From an optimization exercise on the open Yosys and OpenROAD flow, aimed at a short achievable clock period and few clock cycles per item; shortcuts taken in it are not production practice. In this exercise RTL edits were held to simulation tests only and were not proved equivalent to the original. Power is estimated from default activity; no workload was simulated.

<file path="config.mk">
export PLATFORM = sky130hd
export DESIGN_NAME = mini_core
export DESIGN_NICKNAME = mini_core
export VERILOG_FILES = /design/flow/design.v
export SDC_FILE = /design/flow/constraint.sdc
export NUM_CORES = 4
export LEC_CHECK = 0
export ABC_CLOCK_PERIOD_IN_PS = 4000
export CAP_MARGIN = 20
export CORE_MARGIN = 2
export CORE_UTILIZATION = 40
export PLACE_DENSITY = 0.55
export SLEW_MARGIN = 20
export TNS_END_PERCENT = 100
</file>
<file path="design.v">
package mini_core_pkg;
	typedef logic [31:0] word_t;     
	typedef logic [31:0] addr_t;     
	typedef logic [4:0]  reg_idx_t;  
	typedef logic [6:0]  opcode_t;   
	localparam opcode_t OPC_OP     = 7'b0110011;
	localparam opcode_t OPC_OP_IMM = 7'b0010011;
	localparam opcode_t OPC_BRANCH = 7'b1100011;
	localparam opcode_t OPC_JAL    = 7'b1101111;
	localparam addr_t RESET_PC = 32'h0000_0000;
endpackage
`timescale 1ns/1ns
module fetch_unit #(
	parameter mini_core_pkg::addr_t EXC_VECTOR = 32'h0000_0080
) (
	input  logic                 clk,
	input  logic                 reset,
	input  logic                 except,
	input  logic                 redirect,
	input  mini_core_pkg::addr_t redirect_target,
	output mini_core_pkg::addr_t rom_addr,
	input  mini_core_pkg::word_t rom_data,
	output logic                 if_valid,
	output mini_core_pkg::addr_t if_pc,
	output mini_core_pkg::word_t if_inst
);
	mini_core_pkg::addr_t pc;        
	mini_core_pkg::addr_t pc_plus4;  
	mini_core_pkg::addr_t next_pc;   
	logic  flush;     
	assign pc_plus4 = pc + 32'd4;
	assign flush    = except | redirect;
	always_comb
	begin
		if (except)
			next_pc = EXC_VECTOR;
		else if (redirect)
			next_pc = redirect_target;      
		else
			next_pc = pc_plus4;
	end
	always_ff @(posedge clk)
	begin
		if (reset)
			pc <= mini_core_pkg::RESET_PC;
		else
			pc <= next_pc;
	end
	assign rom_addr = pc;
	always_ff @(posedge clk)
	begin
		if (reset)
			if_valid <= 1'b0;
		else
			if_valid <= ~flush;    
	end
	always_ff @(posedge clk)
	begin
		if_pc   <= pc;
		if_inst <= rom_data;
	end
endmodule
`timescale 1ns/1ns
module inst_rom #(
	parameter int ROM_WORDS = 64
) (
	input  logic                 clk,
	input  logic                 we,
	input  mini_core_pkg::addr_t waddr,
	input  mini_core_pkg::word_t wdata,
	input  mini_core_pkg::addr_t addr,
	output mini_core_pkg::word_t data
);
	localparam int IDX_W = (ROM_WORDS > 1) ? $clog2(ROM_WORDS) : 1;
	mini_core_pkg::word_t             mem [ROM_WORDS];  
	logic [IDX_W-1:0]  rd_idx;           
	logic [IDX_W-1:0]  wr_idx;           
	assign rd_idx = IDX_W'((addr >> 2) % ROM_WORDS);
	assign wr_idx = IDX_W'((waddr >> 2) % ROM_WORDS);
	always_ff @(posedge clk)
	begin
		if (we)
			mem[wr_idx] <= wdata;
	end
	assign data = mem[rd_idx];   
endmodule
`timescale 1ns/1ns
module reg_file (
	input  logic                    clk,
	input  logic                    reset,
	input  mini_core_pkg::reg_idx_t rs1,
	input  mini_core_pkg::reg_idx_t rs2,
	output mini_core_pkg::word_t    rs1_data,
	output mini_core_pkg::word_t    rs2_data,
	input  logic                    we,
	input  mini_core_pkg::reg_idx_t rd,
	input  mini_core_pkg::word_t    wdata
);
	mini_core_pkg::word_t regs [32];    
	logic  wr_ok;        
	assign wr_ok = we && (rd != '0);
	always_ff @(posedge clk)
	begin
		if (reset)
		begin
			for (int i = 0; i < 32; i++)
				regs[i] <= '0;
		end
		else if (wr_ok)
			regs[rd] <= wdata;
	end
	assign rs1_data = (rs1 == '0)               ? '0    :
	                  (wr_ok && (rd == rs1))    ? wdata : regs[rs1];
	assign rs2_data = (rs2 == '0)               ? '0    :
	                  (wr_ok && (rd == rs2))    ? wdata : regs[rs2];
endmodule
`timescale 1ns/1ns
module decode_unit (
	input  logic                    clk,
	input  logic                    reset,
	input  logic                    flush,
	input  logic                    if_valid,
	input  mini_core_pkg::addr_t    if_pc,
	input  mini_core_pkg::word_t    if_inst,
	output mini_core_pkg::reg_idx_t rs1,
	output mini_core_pkg::reg_idx_t rs2,
	input  mini_core_pkg::word_t    rs1_data,
	input  mini_core_pkg::word_t    rs2_data,
	output logic                    id_valid,
	output mini_core_pkg::addr_t    id_pc,
	output mini_core_pkg::opcode_t  id_opcode,
	output logic [2:0]              id_funct3,
	output logic                    id_sub,
	output mini_core_pkg::reg_idx_t id_rd,
	output mini_core_pkg::word_t    id_rs1_val,
	output mini_core_pkg::word_t    id_rs2_val,
	output mini_core_pkg::word_t    id_imm
);
	mini_core_pkg::opcode_t    opcode;
	logic [2:0] funct3;
	mini_core_pkg::reg_idx_t   rd;
	logic       sub;
	mini_core_pkg::word_t      imm_i;
	mini_core_pkg::word_t      imm_b;
	mini_core_pkg::word_t      imm_j;
	mini_core_pkg::word_t      imm;
	assign opcode = if_inst[6:0];
	assign rd     = if_inst[11:7];
	assign funct3 = if_inst[14:12];
	assign rs1    = if_inst[19:15];    
	assign rs2    = if_inst[24:20];
	assign sub = (opcode == mini_core_pkg::OPC_OP) && if_inst[30];
	assign imm_i = {{20{if_inst[31]}}, if_inst[31:20]};
	assign imm_b = {{19{if_inst[31]}}, if_inst[31], if_inst[7],
	                if_inst[30:25], if_inst[11:8], 1'b0};
	assign imm_j = {{11{if_inst[31]}}, if_inst[31], if_inst[19:12],
	                if_inst[20], if_inst[30:21], 1'b0};
	always_comb
	begin
		case (opcode)
			mini_core_pkg::OPC_OP_IMM: imm = imm_i;
			mini_core_pkg::OPC_BRANCH: imm = imm_b;
			mini_core_pkg::OPC_JAL:    imm = imm_j;
			default:    imm = '0;    
		endcase
	end
	always_ff @(posedge clk)
	begin
		if (reset)
			id_valid <= 1'b0;
		else if (flush)
			id_valid <= 1'b0;      
		else
			id_valid <= if_valid;
	end
	always_ff @(posedge clk)
	begin
		id_pc      <= if_pc;
		id_opcode  <= opcode;
		id_funct3  <= funct3;
		id_sub     <= sub;
		id_rd      <= rd;
		id_rs1_val <= rs1_data;    
		id_rs2_val <= rs2_data;
		id_imm     <= imm;
	end
endmodule
`timescale 1ns/1ns
module execute_unit (
	input  logic                    id_valid,
	input  mini_core_pkg::addr_t    id_pc,
	input  mini_core_pkg::opcode_t  id_opcode,
	input  logic [2:0]              id_funct3,
	input  logic                    id_sub,
	input  mini_core_pkg::reg_idx_t id_rd,
	input  mini_core_pkg::word_t    id_rs1_val,
	input  mini_core_pkg::word_t    id_rs2_val,
	input  mini_core_pkg::word_t    id_imm,
	output logic                    redirect,
	output mini_core_pkg::addr_t    redirect_target,
	output logic                    retire_valid,
	output mini_core_pkg::addr_t    retire_pc,
	output logic                    wb_en,
	output mini_core_pkg::reg_idx_t wb_rd,
	output mini_core_pkg::word_t    wb_data
);
	localparam logic [2:0] F3_ADD = 3'b000;    
	localparam logic [2:0] F3_BEQ = 3'b000;
	localparam logic [2:0] F3_BNE = 3'b001;
	logic  is_alu;      
	logic  is_jal;
	logic  is_branch;   
	logic  rs_equal;
	logic  br_taken;
	mini_core_pkg::word_t operand_b;
	mini_core_pkg::word_t alu_out;
	mini_core_pkg::addr_t link_pc;
	assign is_alu    = ((id_opcode == mini_core_pkg::OPC_OP) || (id_opcode == mini_core_pkg::OPC_OP_IMM))
	                   && (id_funct3 == F3_ADD);
	assign is_jal    = (id_opcode == mini_core_pkg::OPC_JAL);
	assign is_branch = (id_opcode == mini_core_pkg::OPC_BRANCH)
	                   && ((id_funct3 == F3_BEQ) || (id_funct3 == F3_BNE));
	assign operand_b = (id_opcode == mini_core_pkg::OPC_OP) ? id_rs2_val : id_imm;
	assign alu_out   = id_sub ? (id_rs1_val - operand_b)
	                          : (id_rs1_val + operand_b);
	assign rs_equal = (id_rs1_val == id_rs2_val);
	assign br_taken = is_branch &&
	                  (((id_funct3 == F3_BEQ) &&  rs_equal) ||
	                   ((id_funct3 == F3_BNE) && !rs_equal));
	assign link_pc = id_pc + 32'd4;    
	assign redirect        = id_valid && (br_taken || is_jal);
	assign redirect_target = id_pc + id_imm;    
	assign retire_valid = id_valid;    
	assign retire_pc    = id_pc;
	assign wb_en   = id_valid && (is_alu || is_jal) && (id_rd != '0);
	assign wb_rd   = id_rd;
	assign wb_data = is_jal ? link_pc : alu_out;
endmodule
`timescale 1ns/1ns
module mini_core #(
	parameter int                   ROM_WORDS  = 64,
	parameter mini_core_pkg::addr_t EXC_VECTOR = 32'h0000_0080
) (
	input  logic                    clk,
	input  logic                    reset,
	input  logic                    except,
	input  logic                    prog_we,
	input  mini_core_pkg::addr_t    prog_addr,
	input  mini_core_pkg::word_t    prog_data,
	output logic                    retire_valid,
	output mini_core_pkg::addr_t    retire_pc,
	output logic                    wb_en,
	output mini_core_pkg::reg_idx_t wb_rd,
	output mini_core_pkg::word_t    wb_data
);
	mini_core_pkg::addr_t    rom_addr;
	mini_core_pkg::word_t    rom_data;
	logic     if_valid;
	mini_core_pkg::addr_t    if_pc;
	mini_core_pkg::word_t    if_inst;
	mini_core_pkg::reg_idx_t rs1;
	mini_core_pkg::reg_idx_t rs2;
	mini_core_pkg::word_t    rs1_data;
	mini_core_pkg::word_t    rs2_data;
	logic     id_valid;
	mini_core_pkg::addr_t    id_pc;
	mini_core_pkg::opcode_t  id_opcode;
	logic [2:0] id_funct3;
	logic     id_sub;
	mini_core_pkg::reg_idx_t id_rd;
	mini_core_pkg::word_t    id_rs1_val;
	mini_core_pkg::word_t    id_rs2_val;
	mini_core_pkg::word_t    id_imm;
	logic     redirect;
	mini_core_pkg::addr_t    redirect_target;
	logic     id_flush;    
	assign id_flush = except | redirect;
	fetch_unit #(.EXC_VECTOR(EXC_VECTOR)) i_fetch_unit (
		.clk(clk), .reset(reset), .except(except), .redirect(redirect),
		.redirect_target(redirect_target), .rom_addr(rom_addr), .rom_data(rom_data),
		.if_valid(if_valid), .if_pc(if_pc), .if_inst(if_inst)
	);
	inst_rom #(.ROM_WORDS(ROM_WORDS)) i_inst_rom (
		.clk(clk), .we(prog_we), .waddr(prog_addr), .wdata(prog_data),
		.addr(rom_addr), .data(rom_data)
	);
	decode_unit i_decode_unit (
		.clk(clk), .reset(reset), .flush(id_flush),
		.if_valid(if_valid), .if_pc(if_pc), .if_inst(if_inst),
		.rs1(rs1), .rs2(rs2), .rs1_data(rs1_data), .rs2_data(rs2_data),
		.id_valid(id_valid), .id_pc(id_pc), .id_opcode(id_opcode),
		.id_funct3(id_funct3), .id_sub(id_sub), .id_rd(id_rd),
		.id_rs1_val(id_rs1_val), .id_rs2_val(id_rs2_val), .id_imm(id_imm)
	);
	reg_file i_reg_file (
		.clk(clk), .reset(reset), .rs1(rs1), .rs2(rs2),
		.rs1_data(rs1_data), .rs2_data(rs2_data),
		.we(wb_en), .rd(wb_rd), .wdata(wb_data)
	);
	execute_unit i_execute_unit (
		.id_valid(id_valid), .id_pc(id_pc), .id_opcode(id_opcode),
		.id_funct3(id_funct3), .id_sub(id_sub), .id_rd(id_rd),
		.id_rs1_val(id_rs1_val), .id_rs2_val(id_rs2_val), .id_imm(id_imm),
		.redirect(redirect), .redirect_target(redirect_target),
		.retire_valid(retire_valid), .retire_pc(retire_pc),
		.wb_en(wb_en), .wb_rd(wb_rd), .wb_data(wb_data)
	);
endmodule
</file>
<file path="standard.sh">
#!/bin/bash
# synth_recipe.tcl (not shown) runs the flow's synth.tcl, then flattens the netlist and writes it again
# the make line also repeats each setting of config.mk as NAME=value (left out here)
make -C /OpenROAD-flow-scripts/flow DESIGN_CONFIG=/design/flow/config.mk WORK_HOME=/design/flow/orfs CLKGATE_MAP_FILE= SYNTH_SCRIPT=/design/flow/synth_recipe.tcl "${@:-finish}"
</file>
<file path="flow/run.sh">
#!/bin/bash
set -euo pipefail
bash standard.sh SETUP_SLACK_MARGIN=5.5 place > make_place.log 2>&1
bash standard.sh SETUP_SLACK_MARGIN=5.0 finish > make_finish.log 2>&1
</file>
<file path="constraint.sdc">
create_clock -name core_clock -period 10.0 [get_ports {clk}]
set_input_delay 2.0000 -clock core_clock [delete_from_list [all_inputs] [get_ports {clk}]]
set_output_delay 2.0000 -clock core_clock [all_outputs]
set_load 0.01 [all_outputs]
</file>
==> results of run 1 <==
how the worst max path moves through the flow:
stage / from / end / slack [ns]
final: i_decode_unit.id_rs2_val[1]$_SDFF_PN0_ / wb_data[30] / 2.48
after global routing: i_decode_unit.id_rs2_val[1]$_SDFF_PN0_ / wb_data[29] / 2.28
after CTS: i_decode_unit.id_imm[0]$_DFF_P_ / wb_data[31] / 2.38
after detailed placement: i_decode_unit.id_opcode[3]$_DFF_P_ / wb_data[29] / 2.35
after global placement: i_decode_unit.id_opcode[1]$_DFF_P_ / wb_data[29] / 2.36
after floorplan: i_decode_unit.id_rs2_val[2]$_SDFF_PN0_ / wb_data[31] / 3.82
through the flow:
stage / power [mW] / setup slack (ns)
after floorplan: 19.2 / 3.82
after global routing: 37.4 / 2.28
after CTS: 36.0 / 2.38
after detailed placement: 21.7 / 2.35
final: 36.4 / 2.48
after global placement: 21.6 / 2.36
cell usage after synthesis (6+ instances only):
cell,instances
nand2_1,120
mux4_2,1312
nand4_1,22
nor3b_1,7
ha_1,64
nand2b_1,50
clkbuf_1,443
nor4_1,16
mux2i_1,23
or3_1,18
buf_2,38
nor2b_1,89
o21ai_1,16
nor2_1,1156
edfxtp_1,3072
buf_1,91
nor2_2,30
o21ai_0,61
xor2_1,117
or4_1,6
a211oi_1,161
a21oi_1,107
a21o_1,34
nor3_1,37
and4_1,6
nand3b_1,6
nand3_1,34
and3_1,18
dfxtp_1,231
inv_1,48
o21a_1,11
xnor2_1,57
a31oi_1,7
and2_1,7
layout by cell type (no fill, tap or decap), drive strengths merged, types with 8 or more instances in the layout:
master / instances
a211oi: 162
a21o: 34
a21oi: 110
and2: 8
and3: 18
buf: 409
bufbuf: 11
bufinv: 24
clkbuf: 477
clkdlybuf4s50: 47
clkinv: 122
conb: 32
dfxtp: 231
diode: 22
edfxtp: 3072
ha: 64
inv: 59
mux2i: 23
mux4: 1312
nand2: 120
nand2b: 50
nand3: 35
nand4: 24
nor2: 1187
nor2b: 89
nor3: 37
nor4: 16
o21a: 11
o21ai: 78
or3: 20
xnor2: 57
xor2: 117
repair_timing:
item | 4_1_cts | 5_1_grt
gates cloned | 15 | 6
endpoints found under the setup margin | 495 | 438
resized for setup | 354 | 127
pin swaps | 104 | 57
setup buffers | 104 | 30
sequential cells by signal (all words and copies together), names as in the netlist, 21 cells and up, named ones only:
| name | count |
|---|---|
| i_decode_unit.id_rs1_val | 32 |
| i_fetch_unit.if_inst | 32 |
| i_decode_unit.id_pc | 32 |
| i_decode_unit.id_imm | 21 |
| i_decode_unit.id_rs2_val | 32 |
| i_fetch_unit.pc | 30 |
| i_reg_file.regs | 1024 |
| i_inst_rom.mem | 2048 |
| i_fetch_unit.if_pc | 32 |
per-layer routing:
layer  up-vias  share of wire [%]
li1      31200                  -
met1     41700                 38
met2      3204                 49
met3       877                6.3
met4         4                5.9
met5         -             0.0068
layout make-up:
class	instances	area share (%)
inverters	50	0.159
diodes	22	0.0336
clock inverters	162	0.895
flip-flops and latches	3303	59.2
multi-input cells	3691	27.2
repair buffers	475	3.02
clock buffers	470	5.85
well taps	4730	3.62
power breakdown:
part,leakage [nW],total (mW),switching [mW],internal (mW)
Combinational,16.8,8.04,4.83,3.20
Clock,5.39,12.8,5.45,7.33
Sequential,30.9,15.6,0.248,15.4
critical path: cells and delay by family (launching register included):
kind	cells	cell delay, ns
and+or+nand+nor	6	1.25
adders and majority gates	1	0.37
muxes	1	0.11
buffers and inverters	7	1.01
AOI/OAI and AO/OA	7	1.22
DFF	1	0.35
xor gates and xnor gates	2	0.29
kinds of logic (layout without fill, tap and decap cells):
group	count (synthesis)	after routing
flip-flops	3303	3303
AND/OR/NAND/NOR	1640	1641
multiplexers	1337	1337
buffers and inverters	625	1157
AO/OA/AOI/OAI	441	441
XOR/XNOR	174	174
adder cells (fa/ha/maj)	66	66
other	1	54
==> notes.md, run 1 <==
- The flow ran to the end and the layout has no timing, DRC or antenna violations.
- The number of instances in the placed design is 12100.
- Detailed placement finished with a half-perimeter wire length of about 240000 µm.
- The fraction of synthesized area in multiplexers is between 20% and 30%.
- The final count of negative-setup-slack endpoints is 0.
- The final-layout setup total negative slack is 0 ns.
- Clock-pin slew was measured on the worst setup and hold paths at 0.06 ns.
- The cell count of the worst hold path is 0.
- The met3 global-route usage is 3.25%.
- The post-cts hold buffer count is 0.
- The CTS H-tree depth is 5.
- The tool flagged a number of max-cap violations equal to 0.
- The overall overflow remaining after global route is 0.
- The final-report hold violation count is 0.
- Timing would allow up to approximately 130 MHz.
- Entering global routing, the biggest net connects 122 pins.
- The maximum fanout along the worst path is 4.
- The width of the die is approximately 600 µm.
- The count of nets after finishing is 8006.
- The min-delay analysis places its worst path in the category flip-flop to flip-flop.
- In the global route stage, met1 resource usage came out at around 31%.
- The floorplan has ~220 rows.
- During I/O placement, the number of pins put on the boundary was approximately 140.
- At the worst endpoint, the required time is 8.00 ns.
- The wire length of the first global-routing pass is 612000 µm.
- The total via count after detailed routing is 77000.
- The area share of the largest cell type after synthesis is approximately 65%.
- The synthesis-to-finish area growth is 15.8%.
- On the final layout, the worst hold slack is 0.322 ns.
- In this run, the number of DRC markers left after iteration 0 of detailed routing was around 8000.
- The final period demand of the worst path is 7.52 ns.
- The layout has 29500 filler cells.
- For this run, the number of Yosys warnings is 4.
- The slew at the pin with the worst max-slew slack is 1.16 ns.
- After synthesis, the largest family of logic cells by area is multiplexers.
- The final number of max-transition violations is 0.
- The biggest area consumer among synthesized cells is edfxtp_1.
- In this run the tightest slew margin relative to its limit is roughly 22%.
- The area of the mapped netlist is 0.141 mm².
- The critical path goes through or3_4 > or4_4 > nor2_4 > mux2i_4 > buf_6 > nor2_4 > nor2_2 > xor2_1 > ha_1 > buf_6 > buf_6 > a21oi_2 > o21ai_2 > a31oi_4 > nand2_2 > buf_12 > a211oi_4 > o21ai_2 > a41oi_2 > xnor2_2 > a21oi_4 > buf_12 > clkinvlp_4 > buf_6.
- For this run, global-route usage on met2 was measured as 40.5%.
- The endpoint of the worst-slack reg-to-reg timing path is i_reg_file.regs[22][29]$_SDFFCE_PN0P_.
- Once layout is done, the placed cells without fillers occupy 0.164 mm².
- After detailed routing, the number of remaining DRC violations is 0.
- The total wire length after detailed routing is 440000 µm.
- The register-to-register path setup slack is 4.84 ns.
- Summing the areas of all compound-gate instances in the mapped netlist gives 2.05% of the synthesized area.
- At the end of the flow the core is filled with cells to 46.5%.
- The congestion estimate from routability-driven global placement came to 0.865.
- Ranked by total cell area, the synthesized netlist is headed by edfxtp_1 (65%), mux4_2 (21%), dfxtp_1 (3.3%).
- The count of cells in the finished layout, fillers not included, comes to 12900.
- The instance area at placement is 0.149 mm².
- The multi-input combinational cells in the finished layout cover a total of 0.0445 mm².
- The part of the Yosys area used for sequential elements is 68.5%.
- The element type at the critical path start is a flip-flop.
- The launching point of the worst reg2reg path is i_decode_unit.id_rs2_val[1]$_SDFF_PN0_.
- Among all stages on the critical path, the largest delay is contributed by or4_4.
- The number of global-route vias before repair was slightly below 80000.
- The clock latency at the later pin of the worst-skew pair is 0.96 ns.
- The initial antenna violation count is 28.
- The worst hold path begins at i_fetch_unit.if_pc[17]$_DFF_P_.
- Across the VDD grid, the largest voltage drop is 0.180 mV.
- After layout, the worst path uses ~75% of the clock period.
- Registers take 0.0969 mm².
- The count of nets left with antenna violations after detail routing is 0.
- The clock root buffer is clkbuf_16.
- The leading register cell type out of synthesis is edfxtp_1.
- In this run, synthesis inferred a little over 3000 flip-flops with an integrated enable.
- After floorplanning, the core was sized to cover 0.352 mm².
- In this run the power density over the cells is about 220 mW/mm².
- The CTS tree is built.
- Global routing used between 20% and 30% of the available tracks.
- Once the floorplan was initialized, standard cells occupied 40.2% of the core.
- The share of synthesized flip-flops with an asynchronous set or reset is 0%.
- The worst reg-to-reg path cell count is 22.
- After synthesis, the netlist uses 74 different library cells.
- The die span in y is 599 µm.
- The static leakage power is 53.1 nW.
- The simple logic cell fraction of the synthesized area is approximately 5%.
- The count of buffers from port buffering is 112.
- The largest buffer count on any clock path is 4.
- The endpoint type of the worst setup path is an output port.
- The XOR/XNOR share of the synthesized area is 1.08%.
- CTS saw between 3000 and 4000 sinks.
- For hold timing, the worst endpoint is i_decode_unit.id_pc[17]$_DFF_P_.
- Dividing the detail-routed via count by the number of cells gives 5.97.
- TritonCTS created approximately 350 clock buffers.
- The average detailed-routed wire length per instance is 34.1 µm.
- The cell repeated most along the worst path is buf_6.
- The die area is 0.358 mm².
- The number of storage elements in the synthesis netlist is 3303.
- After global routing, the most crowded layer is met2.
- The clock tree skew after final layout is 0.0695 ns.
- At the worst endpoint, the arrival time is 5.52 ns.
- The fraction of layout instances using a drive strength above 1 is 32.3%.
- The length of the first detailed-routing pass in iterations is 6.
- Setup repair after global routing could not meet its margin everywhere.
- Synthesis produced 7587 cells.
- The mean cell area of the mapped netlist is 18.6 µm².
- The highest cell delay on the worst timing path is 0.44 ns.
- The setup path with the least slack is of type flip-flop to output port.
- The synthesized netlist devotes 0.595% of its cell area to adder and majority cells.
Testbench counts, summed over its fixed seeds: cycles 51,588, retired 32,000.
==> inputs of run 2 (changes only) <==
--- a/design.v
+++ b/design.v
@@ -215,21 +215,40 @@
 	mini_core_pkg::word_t operand_b;
 	mini_core_pkg::word_t alu_out;
 	mini_core_pkg::addr_t link_pc;
+	function automatic logic [31:0] add32(input logic [31:0] x, input logic [31:0] y,
+	                                      input logic cin);
+		logic [31:0] p, g, gn, pn;
+		p    = x ^ y;
+		g    = x & y;
+		g[0] = g[0] | (p[0] & cin);
+		pn   = p;
+		for (int l = 0; l < 5; l++)
+		begin
+			gn = g;
+			for (int i = 0; i < 32; i++)
+				if (i >= (1 << l))
+					gn[i] = g[i] | (pn[i] & g[i - (1 << l)]);
+			for (int i = 31; i >= 0; i--)
+				if (i >= (1 << l))
+					pn[i] = pn[i] & pn[i - (1 << l)];
+			g = gn;
+		end
+		add32 = p ^ {g[30:0], cin};
+	endfunction
 	assign is_alu    = ((id_opcode == mini_core_pkg::OPC_OP) || (id_opcode == mini_core_pkg::OPC_OP_IMM))
 	                   && (id_funct3 == F3_ADD);
 	assign is_jal    = (id_opcode == mini_core_pkg::OPC_JAL);
 	assign is_branch = (id_opcode == mini_core_pkg::OPC_BRANCH)
 	                   && ((id_funct3 == F3_BEQ) || (id_funct3 == F3_BNE));
 	assign operand_b = (id_opcode == mini_core_pkg::OPC_OP) ? id_rs2_val : id_imm;
-	assign alu_out   = id_sub ? (id_rs1_val - operand_b)
-	                          : (id_rs1_val + operand_b);
+	assign alu_out   = add32(id_rs1_val, id_sub ? ~operand_b : operand_b, id_sub);
 	assign rs_equal = (id_rs1_val == id_rs2_val);
 	assign br_taken = is_branch &&
 	                  (((id_funct3 == F3_BEQ) &&  rs_equal) ||
 	                   ((id_funct3 == F3_BNE) && !rs_equal));
-	assign link_pc = id_pc + 32'd4;    
+	assign link_pc = add32(id_pc, 32'd4, 1'b0);    
 	assign redirect        = id_valid && (br_taken || is_jal);
-	assign redirect_target = id_pc + id_imm;    
+	assign redirect_target = add32(id_pc, id_imm, 1'b0);    
 	assign retire_valid = id_valid;    
 	assign retire_pc    = id_pc;
 	assign wb_en   = id_valid && (is_alu || is_jal) && (id_rd != '0);
==> notes.md, run 2 <==
- The pin count of the biggest net entering global routing came to 129 (was 122).
- The synthesis-to-finish area growth came to 15.1% (was 15.8%).
- The sequential standard cell area is 0.0969 mm² (about the same).
- The final number of max-transition violations was 0 (unchanged).
- The relative slew slack is 18.4% (was 22.3%).
- The post-cts hold buffer count came to 0 (unchanged).
- The power share of the clock group is 40.2% (was 35.1%).
- The global-route total usage across every layer was 23.9% (was 24.4%).
- The highest-delay cell along the critical path is o21ai_4 (was or4_4).
- The fraction of the core area covered by cells at the end of the flow was 46.3% (was 46.5%).
- The part of the Yosys area used for sequential elements came to 68.3% (was 68.5%).
- The share of synthesized flip-flops with an asynchronous set or reset is 0% (unchanged).
- The count of buffers from port buffering is 112 (unchanged).
- The via density per instance is 5.92 (was 5.97).
- The clock latency at the later pin of the worst-skew pair is 0.97 ns (was 0.96 ns).
- The final count of negative-setup-slack endpoints is 0 (unchanged).
- The fraction of power spent switching nets is 24.5% (was 28.9%).
- The CTS tree is built (unchanged).
- The count of nets after finishing is 7928 (was 8006).
- The overall overflow remaining after global route was 0 (unchanged).
- The sequential cell fraction of total power was 48.9% (was 42.9%).
- The final period demand of the worst path is 6.99 ns (was 7.52 ns).
- The start-to-end type of the worst setup path was flip-flop to output port (unchanged).
- The CTS H-tree depth is 5 (unchanged).
- The total CTS buffers was 359 (was 351).
- The average detailed-routed wire length per instance is 33.7 µm (was 34.1 µm).
- The reported max-cap violation count came to 0 (unchanged).
- The post-layout instance count excluding filler cells is 12800 (was 12900).
- The power per unit of standard cell area is 195 mW/mm² (was 223 mW/mm²).
- List of cells traversed by the critical path: nand4bb_4 > nor2_4 > buf_6 > buf_6 > mux2i_2 > xnor2_1 > ha_1 > and3b_1 > nor4_1 > nand3b_1 > a21oi_4 > nor2_4 > buf_6 > buf_6 > o31ai_4 > xor2_2 > o21ai_4 > inv_2 > buf_6 (was or3_4 > or4_4 > nor2_4 > mux2i_4 > buf_6 > nor2_4 > nor2_2 > xor2_1 > ha_1 > buf_6 > buf_6 > a21oi_2 > o21ai_2 > a31oi_4 > nand2_2 > buf_12 > a211oi_4 > o21ai_2 > a41oi_2 > xnor2_2 > a21oi_4 > buf_12 > clkinvlp_4 > buf_6).
- The mean cell area of the mapped netlist came to 18.9 µm² (was 18.6 µm²).
- The total of fill cells in the finished design is 29800 (was 29500).
- The effective utilization at floorplan is 40.2% (about the same).
- The total wire length after detailed routing came to 432000 µm (was 440000 µm).
- The number of instances in the placed design is 12000 (was 12100).
- The HPWL reported at the end of detailed placement is 239000 µm (was 238000 µm).
- The power consumption is 31.9 mW (was 36.4 mW).
- The element type at the critical path start is a flip-flop (unchanged).
- The post-detailed-route DRC marker count came to 0 (unchanged).
- The number of warnings reported in the yosys synthesis log was 5 (was 4).
- The combined buffer and inverter count along the critical path is 6 (was 7).
- The leading register cell type out of synthesis is edfxtp_1 (unchanged).
- The instance count of the mapped netlist was 7518 (was 7587).
- The clock-pin transition on the worst setup and hold timing paths is 0.06 ns (about the same).
- The die area was 0.360 mm² (was 0.358 mm²).
- The power share of the combinational group came to 10.9% (was 22.1%).
- The top-level I/O count came to 139 (unchanged).
- The number of storage elements in the synthesis netlist is 3303 (unchanged).
- The worst hold path class is flip-flop to flip-flop (unchanged).
- The biggest area consumer among synthesized cells is edfxtp_1 (unchanged).
- The maximum operating frequency is 143 MHz (was 133 MHz).
- The endpoint type of the worst setup path is an output port (unchanged).
- The length of the first detailed-routing pass in iterations is 5 (was 6).
- The initial antenna violation count came to 29 (was 28).
- The largest buffer count on any clock path was 4 (unchanged).
- The wire length of the first global-routing pass is 602000 µm (was 612000 µm).
- The net switching power of the design was 7.83 mW (was 10.5 mW).
- The number of placement rows is 218 (unchanged).
- The summed area of non-filler cells in the final layout is 0.163 mm² (was 0.164 mm²).
- The instance area at placement came to 0.150 mm² (was 0.149 mm²).
- The number of global-route vias before repair is 78200 (was 79400).
- The die span in y is 600 µm (was 599 µm).
- The final-report hold violation count came to 0 (unchanged).
- The arrival time of the worst setup path is 4.99 ns (was 5.52 ns).
- The clock tree skew after final layout is 0.0653 ns (was 0.0695 ns).
- The final-layout setup total negative slack is 0 ns (unchanged).
- RSZ-0062 raised after global routing: yes (unchanged).
- The worst ir drop on vdd is 0.162 mV (was 0.180 mV).
- The fraction of layout instances using a drive strength above 1 is 34.5% (was 32.3%).
- The cell internal power dissipation is 24.1 mW (was 25.9 mW).
- Largest registers in the final layout: i_inst_rom.mem: 2048 flops, i_reg_file.regs: 1024 flops (unchanged).
- The clock root buffer is clkbuf_16 (unchanged).
- The placer congestion estimate was 0.870 (was 0.865).
- The most common cell after layout, fill and taps aside is edfxtp_1 (unchanged).
- The count of nets left with antenna violations after detail routing came to 0 (unchanged).
- The category of cells accounting for the largest share of critical-path delay is compound AO/OA/AOI/OAI gates (was simple AND/OR/NAND/NOR gates).
- The flip-flop count of the largest register, all copies and words added is 2048 (unchanged).
- Top cell types by occurrence after synthesis: edfxtp_1 (3072), mux4_2 (1312), nor2_1 (919), clkbuf_1 (436), nor2_2 (240) (was edfxtp_1 (3072), mux4_2 (1312), nor2_1 (1156), clkbuf_1 (443), dfxtp_1 (231)).
- The static leakage power is 52.1 nW (was 53.1 nW).
- The total via count after detailed routing is 75800 (was 77000).
- The share of the clock period used by the worst path after layout is 69.9% (was 75.2%).
- Status: timing/DRC/antenna clean (unchanged).
- The area of the mapped netlist was 0.142 mm² (was 0.141 mm²).
- The width of the die was 600 µm (was 599 µm).
- The area share of the largest cell type after synthesis is 65.0% (was 65.2%).
- The required time reported for the critical path endpoint was 8.00 ns (about the same).
- The count of cell types in the netlist came to 70 (was 74).
- The slew at the pin with the worst max-slew slack is 1.22 ns (was 1.16 ns).
- Synth area leaders: edfxtp_1 (65%), mux4_2 (21%), dfxtp_1 (3.3%) (unchanged).
- The multi-input combinational cell area came to 0.0445 mm² (about the same).
- The top register by number of flip-flops is i_inst_rom.mem (unchanged).
- Commonest cells after routing, fill and taps aside: edfxtp_1 (3072), mux4_2 (1312), nor2_1 (846) (was edfxtp_1 (3072), mux4_2 (1312), nor2_1 (1060)).
- The maximum fanout along the worst path is 5 (was 4).
- The highest cell delay on the worst timing path is 0.45 ns (was 0.44 ns).
- The leading cell type by number of instances after synthesis is edfxtp_1 (unchanged).
- The violation count after the first detailed-route iteration was 8053 (was 8141).
- The sink count of the clock tree is 3303 (unchanged).
- The placeable core area is 0.353 mm² (was 0.352 mm²).
- The number of enable flip-flop cells after synthesis was 3072 (unchanged).
- The cell repeated most along the worst path is buf_6 (unchanged).
[run 2: changes by cell type in the layout (fill, tap and decap cells not counted), sizes merged, moves of 12 or more]
cell	previous run	this run
diode	22	8
xnor2	57	92
nand3	35	47
a21oi	110	78
clkinv	122	137
nor2	1187	1159
xor2	117	87
o21ai	78	48
nor3	37	20
[run 2: layout make-up]
type / instances / area share (%)
Timing Repair Buffer: 461 / 2.78
Antenna cell: 8 / 0.0123
Tap cell: 4730 / 3.62
Clock inverter: 180 / 0.945
Multi-Input combinational cell: 3618 / 27.2
Clock buffer: 466 / 5.92
Inverter: 50 / 0.159
Sequential cell: 3303 / 59.3
[run 2: what timing repair did]
action                                  in CTS  in global routing
gates resized for setup                    268                141
setup buffers                               92                 41
pin swaps                                   84                 82
hold endpoints to repair                     0                  0
endpoints found under the setup margin     528                128
gates cloned                                 5                  1
[run 2: layer usage]
metal,up-vias,part of all wire [%],global-route usage (%)
met5,-,0.017,0
met4,12,6.2,12.7
met3,864,6.1,3.14
met2,3014,50,40.0
met1,41000,38,30.6
li1,31000,-,-
[run 2: final timing paths]
path	from	end	slack [ns]	cells past startpoint
worst max register to register	i_decode_unit.id_opcode[2]$_DFF_P_	i_decode_unit.id_rs1_val[12]$_SDFF_PN0_	4.94	20
worst min-delay path	i_fetch_unit.if_pc[4]$_DFF_P_	i_decode_unit.id_pc[4]$_DFF_P_	0.32	0
worst min register to register	i_fetch_unit.if_pc[4]$_DFF_P_	i_decode_unit.id_pc[4]$_DFF_P_	0.32	0
worst max-delay path	i_decode_unit.id_opcode[2]$_DFF_P_	wb_data[19]	3.01	19
[run 2: cells by family (layout without fill, tap and decap cells)]
| kind of cell | Yosys count | count (layout) | share of synthesized area, % |
|---|---|---|---|
| XOR/XNOR | 179 | 179 | 1.10 |
| multiplexers | 1347 | 1347 | 21.1 |
| AO/OA/AOI/OAI | 394 | 394 | 1.88 |
| buffers and inverters | 628 | 1157 | 1.81 |
| adder cells (fa/ha/maj) | 67 | 67 | 0.601 |
| flip-flops | 3303 | 3303 | 68.3 |
| AND/OR/NAND/NOR | 1599 | 1599 | 5.27 |
| other | 1 | 40 | 0.00264 |
[run 2: power by group through the flow]
stage	Sequential, mW	Combinational [mW]	Clock [mW]
floorplan	15.8	1.91	0
global placement	15.9	3.16	0
detailed placement	15.9	3.18	0
CTS	15.6	3.43	13.1
global route	15.6	3.61	13.6
finish	15.6	3.49	12.8
[run 2: per-stage QoR]
step	hold slack [ns]	setup WS, ns
after detailed placement	0.312	2.64
final	0.323	3.01
after floorplan	0.310	4.43
after CTS	0.325	2.88
after global placement	0.310	2.66
after global routing	0.328	2.85
Testbench counts of run 2, summed over its fixed seeds: cycles 51,588, retired 32,000.

port drivers added, routing unchanged:
How much do the figures lean on ideal ports? The routed layouts below were timed once more, with nothing changed but the port constraints. Step 1 (the two cells are an assumption about what drives the block):
set clk [get_ports {clk}]
set_driving_cell -lib_cell sky130_fd_sc_hd__clkbuf_16 $clk
set_driving_cell -lib_cell sky130_fd_sc_hd__buf_2 [delete_from_list [all_inputs] $clk]
Step 2, shift: input delay + t, output delay - t, t = (earliest + latest rising clock arrival at the registers) / 2. This alone moves slack from input paths to output paths. a / b / c = ideal ports / drivers / drivers and shift; a / b = the first two.
run | t (ns) | slack for setup (ns) | clock arrival spread, ns | slew at the worst register clock pin (ns) | cell pins on the clock port's net
run 1 | 1.023 | 2.478 / 2.371 / 3.395 | 0.082 / 0.083 | 0.07 / 0.07 | 1
run 2 | 1.038 | 3.009 / 2.904 / 3.942 | 0.068 / 0.069 | 0.06 / 0.06 | 1
After both steps every run listed still meets setup and hold.
